Source: an optimization exercise on an open RTL-to-GDS flow (aim: small area). Production flows keep margins and buffers that such runs may drop.
In this exercise RTL edits were held to simulation tests only and were not proved equivalent to the original.

==> build 38: inputs <==
==> flow/design.v <==
module trace_frame_rx (
    input  logic         clk,
    input  logic         rst,
    input  logic         rx_dv,
    input  logic [7:0]   rx_byte,
    output logic [127:0] pt,
    output logic [127:0] key,
    output logic [127:0] ct,
    output logic         smp_we,
    output logic [9:0]   smp_addr,
    output logic [7:0]   smp_data,
    output logic         mark_found,
    output logic [9:0]   mark_idx,
    output logic         frame_valid,
    output logic         frame_err,
    output logic         busy,
    output logic [15:0]  frame_count
);
    localparam logic [10:0] POS_FIRST = 11'd976;    
    localparam logic [10:0] POS_LAST  = 11'd2046;   
    localparam logic [16:0] TMO_LAST  = 17'h1FF01;
    logic [10:0]  pos_q;
    logic         busy_q;
    logic [16:0]  tmo_q;          
    logic [383:0] stg_n_q;        
    logic [383:0] txt_n_q;        
    logic         found_q;
    logic [9:0]   idx_q;
    logic         mfound_n_q;
    logic [9:0]   midx_n_q;
    logic         pub_n_q;        
    logic         smp_we_q;
    logic [7:0]   smp_data_q;
    logic         frame_valid_q;
    logic         frame_err_q;
    logic [15:0]  frame_count_q;
    logic [10:0]  pos_inc;
    logic         in_smp, smp_take, hdr_take, last, tmo_hit, is_mark;
    logic         found_d;
    logic [9:0]   idx_d;
    always_comb begin
        pos_inc  = pos_q + 11'd1;
        in_smp   = pos_q[10] | (&pos_q[9:0]);
        smp_take = rx_dv & busy_q & in_smp;
        hdr_take = rx_dv & ~(busy_q & in_smp);
        last     = smp_take & (pos_q == POS_LAST);
        tmo_hit  = busy_q & ~rx_dv & (tmo_q == TMO_LAST);
        is_mark  = (rx_byte == 8'hFF);
        found_d  = in_smp & (found_q | (rx_dv & is_mark));
        idx_d    = found_q ? idx_q : pos_inc[9:0];
    end
    always_ff @(posedge clk or posedge rst) begin
        if (rst) begin
            busy_q        <= 1'b0;
            smp_we_q      <= 1'b0;
            frame_valid_q <= 1'b0;
            frame_err_q   <= 1'b0;
            frame_count_q <= '0;
            pub_n_q       <= 1'b1;
        end else begin
            busy_q        <= busy_q ? ~(last | tmo_hit) : rx_dv;
            smp_we_q      <= smp_take;
            frame_valid_q <= last;
            frame_err_q   <= tmo_hit;
            if (last) begin
                frame_count_q <= frame_count_q + 16'd1;
                pub_n_q       <= 1'b0;
            end
        end
    end
    always_ff @(posedge clk) begin
        pos_q      <= busy_q ? (rx_dv ? pos_inc : pos_q) : POS_FIRST;
        tmo_q      <= rx_dv ? 17'd0 : {tmo_q[15:0], ~(tmo_q[16] ^ tmo_q[13])};
        smp_data_q <= rx_byte;
        found_q    <= found_d;
        idx_q      <= idx_d;
        if (hdr_take) stg_n_q <= {stg_n_q[375:0], ~rx_byte};
        if (last) begin
            txt_n_q    <= stg_n_q;
            mfound_n_q <= ~found_d;
            midx_n_q   <= ~(idx_d & {10{found_d}});
        end
    end
    assign pt          = ~(txt_n_q[383:256] | {128{pub_n_q}});
    assign key         = ~(txt_n_q[255:128] | {128{pub_n_q}});
    assign ct          = ~(txt_n_q[127:0]   | {128{pub_n_q}});
    assign mark_found  = ~(mfound_n_q | pub_n_q);
    assign mark_idx    = ~(midx_n_q | {10{pub_n_q}});
    assign smp_we      = smp_we_q;
    assign smp_addr    = pos_q[9:0];
    assign smp_data    = smp_data_q;
    assign frame_valid = frame_valid_q;
    assign frame_err   = frame_err_q;
    assign busy        = busy_q;
    assign frame_count = frame_count_q;
endmodule
==> flow/flow/run.sh <==
#!/bin/bash
# Standard ORFS layout (standard.sh), with the port buffers and the clock tree
# built from smaller cells. The make output goes to flow_make.log; each ORFS
# step writes its own log under orfs/logs/.
set -euo pipefail
export BUFFER_PORTS_ARGS="-buffer_cell sky130_fd_sc_hd__buf_1"
export CTS_ARGS="-sink_clustering_enable -repair_clock_nets -dont_use_dummy_load -sink_clustering_size 18 -sink_clustering_max_diameter 50 -buf_list sky130_fd_sc_hd__clkbuf_8"
bash standard.sh > flow_make.log 2>&1
==> flow/standard.sh <==
#!/bin/bash
# synth_recipe.tcl (not shown) runs the flow's synth.tcl, then flattens the netlist and writes it again
# the make line also repeats each setting of config.mk as NAME=value (left out here)
make -C /OpenROAD-flow-scripts/flow DESIGN_CONFIG=/design/flow/config.mk WORK_HOME=/design/flow/orfs CLKGATE_MAP_FILE= SYNTH_SCRIPT=/design/flow/synth_recipe.tcl "${@:-finish}"
==> flow/config.mk <==
export PLATFORM = sky130hd
export DESIGN_NAME = trace_frame_rx
export DESIGN_NICKNAME = trace_frame_rx
export VERILOG_FILES = /design/flow/design.v
export SDC_FILE = /design/flow/constraint.sdc
export NUM_CORES = 4
export LEC_CHECK = 0
export CAP_MARGIN = 20
export CORE_MARGIN = 2
export CORE_UTILIZATION = 60
export SLEW_MARGIN = 20
==> flow/constraint.sdc <==
create_clock -name core_clock -period 5.0 [get_ports {clk}]
set_input_delay 1.0000 -clock core_clock [delete_from_list [all_inputs] [get_ports {clk}]]
set_output_delay 1.0000 -clock core_clock [all_outputs]
set_load 0.01 [all_outputs]
==> inputs of trial 82, as changes to build 38 <==
--- a/flow/design.v
+++ b/flow/design.v
@@ -18,10 +18,9 @@
 );
     localparam logic [10:0] POS_FIRST = 11'd976;    
     localparam logic [10:0] POS_LAST  = 11'd2046;   
-    localparam logic [16:0] TMO_LAST  = 17'h1FF01;
     logic [10:0]  pos_q;
     logic         busy_q;
-    logic [16:0]  tmo_q;          
+    logic [15:0]  tmo_q;
     logic [383:0] stg_n_q;        
     logic [383:0] txt_n_q;        
     logic         found_q;
@@ -44,7 +43,7 @@
         smp_take = rx_dv & busy_q & in_smp;
         hdr_take = rx_dv & ~(busy_q & in_smp);
         last     = smp_take & (pos_q == POS_LAST);
-        tmo_hit  = busy_q & ~rx_dv & (tmo_q == TMO_LAST);
+        tmo_hit  = busy_q & ~rx_dv & (&tmo_q);
         is_mark  = (rx_byte == 8'hFF);
         found_d  = in_smp & (found_q | (rx_dv & is_mark));
         idx_d    = found_q ? idx_q : pos_inc[9:0];
@@ -70,7 +69,7 @@
     end
     always_ff @(posedge clk) begin
         pos_q      <= busy_q ? (rx_dv ? pos_inc : pos_q) : POS_FIRST;
-        tmo_q      <= rx_dv ? 17'd0 : {tmo_q[15:0], ~(tmo_q[16] ^ tmo_q[13])};
+        tmo_q      <= rx_dv ? 16'd0 : tmo_q + 16'd1;
         smp_data_q <= rx_byte;
         found_q    <= found_d;
         idx_q      <= idx_d;
==> flow/run.sh (new file) <==
#!/bin/bash
# synth_recipe.tcl (not shown) runs the flow's synth.tcl, then flattens the netlist and writes it again
# the make line also repeats each setting of config.mk as NAME=value (left out here)
make -C /OpenROAD-flow-scripts/flow DESIGN_CONFIG=/design/flow/config.mk WORK_HOME=/design/flow/orfs CLKGATE_MAP_FILE= SYNTH_SCRIPT=/design/flow/synth_recipe.tcl finish
- CORE_UTILIZATION: 60 -> 40
removed: flow/flow/run.sh
removed: flow/standard.sh
==> inputs of trial 41, as changes to build 38 <==
==> flow/design.v, changed modules only <==
module trace_frame_rx (
    input  logic         clk,
    input  logic         rst,
    input  logic         rx_dv,
    input  logic [7:0]   rx_byte,
    output logic [127:0] pt,
    output logic [127:0] key,
    output logic [127:0] ct,
    output logic         smp_we,
    output logic [9:0]   smp_addr,
    output logic [7:0]   smp_data,
    output logic         mark_found,
    output logic [9:0]   mark_idx,
    output logic         frame_valid,
    output logic         frame_err,
    output logic         busy,
    output logic [15:0]  frame_count
);
    localparam logic [10:0] POS_FIRST = 11'd976;    
    localparam logic [10:0] POS_LAST  = 11'd2046;   
    localparam logic [16:0] TMO_LAST  = 17'h0AA01;
    logic [10:0]  pos_q;
    logic         busy_q;
    logic [16:0]  tmo_q;          
    logic [383:0] stg_n_q;        
    logic [383:0] txt_n_q;        
    logic         found_q;
    logic [9:0]   idx_q;
    logic         mfound_n_q;
    logic [9:0]   midx_n_q;
    logic         pub_n_q;        
    logic         smp_we_q;
    logic [7:0]   smp_data_q;
    logic         frame_valid_q;
    logic         frame_err_q;
    logic [15:0]  frame_count_q;
    logic [10:0]  pos_inc;
    logic         in_smp, smp_take, hdr_take, last, tmo_hit, is_mark;
    logic         found_d;
    logic [9:0]   idx_d;
    always_comb begin
        pos_inc  = pos_q + 11'd1;
        in_smp   = pos_q[10] | (&pos_q[9:0]);
        smp_take = rx_dv & busy_q & in_smp;
        hdr_take = rx_dv & ~(busy_q & in_smp);
        last     = smp_take & (pos_q == POS_LAST);
        tmo_hit  = busy_q & ~rx_dv & (tmo_q == TMO_LAST);
        is_mark  = (rx_byte == 8'hFF);
        found_d  = in_smp & (found_q | (rx_dv & is_mark));
        idx_d    = found_q ? idx_q : pos_inc[9:0];
    end
    always_ff @(posedge clk or posedge rst) begin
        if (rst) begin
            busy_q        <= 1'b0;
            smp_we_q      <= 1'b0;
            frame_valid_q <= 1'b0;
            frame_err_q   <= 1'b0;
            frame_count_q <= '0;
            pub_n_q       <= 1'b1;
        end else begin
            busy_q        <= busy_q ? ~(last | tmo_hit) : rx_dv;
            smp_we_q      <= smp_take;
            frame_valid_q <= last;
            frame_err_q   <= tmo_hit;
            if (last) begin
                frame_count_q <= frame_count_q + 16'd1;
                pub_n_q       <= 1'b0;
            end
        end
    end
    always_ff @(posedge clk) begin
        pos_q      <= busy_q ? (rx_dv ? pos_inc : pos_q) : POS_FIRST;
        tmo_q      <= rx_dv ? 17'd0 : {~tmo_q[15:0], tmo_q[16] ^ tmo_q[13]};
        smp_data_q <= rx_byte;
        found_q    <= found_d;
        idx_q      <= idx_d;
        if (hdr_take) stg_n_q <= {stg_n_q[375:0], ~rx_byte};
        if (last) begin
            txt_n_q    <= stg_n_q;
            mfound_n_q <= ~found_d;
            midx_n_q   <= ~idx_d;
        end
    end
    assign pt          = ~(txt_n_q[383:256] | {128{pub_n_q}});
    assign key         = ~(txt_n_q[255:128] | {128{pub_n_q}});
    assign ct          = ~(txt_n_q[127:0]   | {128{pub_n_q}});
    assign mark_found  = ~(mfound_n_q | pub_n_q);
    assign mark_idx    = ~(midx_n_q | {10{mfound_n_q | pub_n_q}});
    assign smp_we      = smp_we_q;
    assign smp_addr    = pos_q[9:0];
    assign smp_data    = smp_data_q;
    assign frame_valid = frame_valid_q;
    assign frame_err   = frame_err_q;
    assign busy        = busy_q;
    assign frame_count = frame_count_q;
endmodule
==> flow/flow/run.sh (replaced) <==
#!/bin/bash
# Standard ORFS layout (standard.sh), with the port buffers and the clock tree
# built from smaller cells. The make output goes to flow_make.log; each ORFS
# step writes its own log under orfs/logs/.
set -euo pipefail
export BUFFER_PORTS_ARGS="-buffer_cell sky130_fd_sc_hd__buf_1"
export CTS_ARGS="-sink_clustering_enable -repair_clock_nets -dont_use_dummy_load -sink_clustering_size 16 -sink_clustering_max_diameter 60 -buf_list sky130_fd_sc_hd__clkbuf_8"
bash standard.sh > flow_make.log 2>&1
- CORE_UTILIZATION: 60 -> 45
==> flow_summary_export.csv <==
group,metric,value,unit
global_route,grt_pass1_vias,12900,
global_route,grt_max_degree,180,
routing,via_per_inst,4.84,
synthesis,synth.area.top_cells,"edfxtp_1, nor2_1, dfxtp_1",
layout,multi_input_area_share,0.0823,
power_and_ir_drop,power.internal,9.17,mW
worst_hold_path,min_from,"stg_n_q[98]",
outcome,status,"complete, no violations",
layout,ff_latch_area,0.0249,mm^2
routing,wl_per_cell,19.4,um
critical_path,worstPathCellList,"buf_12 -> nor2_1 -> buf_1",
Source of the figures above: trial 41

==> flow_summary_export.csv <==
group,metric,value,unit
global_route,grt_max_degree,126,
outcome,status,"complete, no violations",
power_and_ir_drop,power.internal,11.7,mW
routing,via_per_inst,4.65,
routing,wl_per_cell,18.9,um
worst_hold_path,hold_path_class,"reg2reg",
synthesis,synth.area.top_cells,"edfxtp_1, nor2_1, dfxtp_1",
layout,multi_input_area_share,0.0767,
worst_hold_path,min_from,"stg_n_q[378]",
layout,ff_latch_area,0.0248,mm^2
routing,wl_met3,4680,um
critical_path,crit_end,"ct[78]",
layout,nMultiInputCombCells,597,
critical_path,worstPathCellList,"buf_12 -> nor2_1 -> clkdlybuf4s50_1",
Source of the figures above: trial 82

==> flow_summary_export.csv <==
group,metric,value,unit
outcome,status,"complete, no violations",
global_route,grt_max_degree,136,
layout,flops_and_latches,847,
sta,rsz0062_at_grt,"false",
global_route,grt_use_total,0.214,
layout,multiInputGateArea,0.00263,mm^2
power_and_ir_drop,power.internal,10.1,mW
critical_path,worstPathCellList,"buf_12 -> nor2_1 -> buf_1",
layout,multi_input_area_share,0.0848,
layout,ff_latch_area,0.0249,mm^2
worst_hold_path,min_from,"stg_n_q[283]",
global_route,grt_pass1_vias,12700,
Source of the figures above: build 38

## static timing again, ports no longer ideal
In the flow no input, the clock included, has a driving cell. The finished layouts below were timed again as built, in two steps.
Step 1, drivers: a clkbuf_16 drives clk and a buf_2 each remaining input, both assumed.
Step 2 adds t to the input delays and takes it off the output delays; t is the mean of the earliest and latest rising clock arrival at the registers after step 1. Input paths then give back, and output paths get back, about the clock's delay inside the block.
a / b / c = ideal ports / drivers / drivers and shift; a / b = the first two.
run | shift t [ns] | slack for setup (ns) | slew at the worst register clock pin (ns)
build 38 | 0.709 | 1.309 / 1.255 / 1.641 | 0.11 / 0.11
trial 82 | 0.677 | 1.174 / 1.116 / 1.296 | 0.06 / 0.06
trial 41 | 0.696 | 1.380 / 1.328 / 1.495 | 0.10 / 0.10
After both steps every run listed still meets setup and hold.
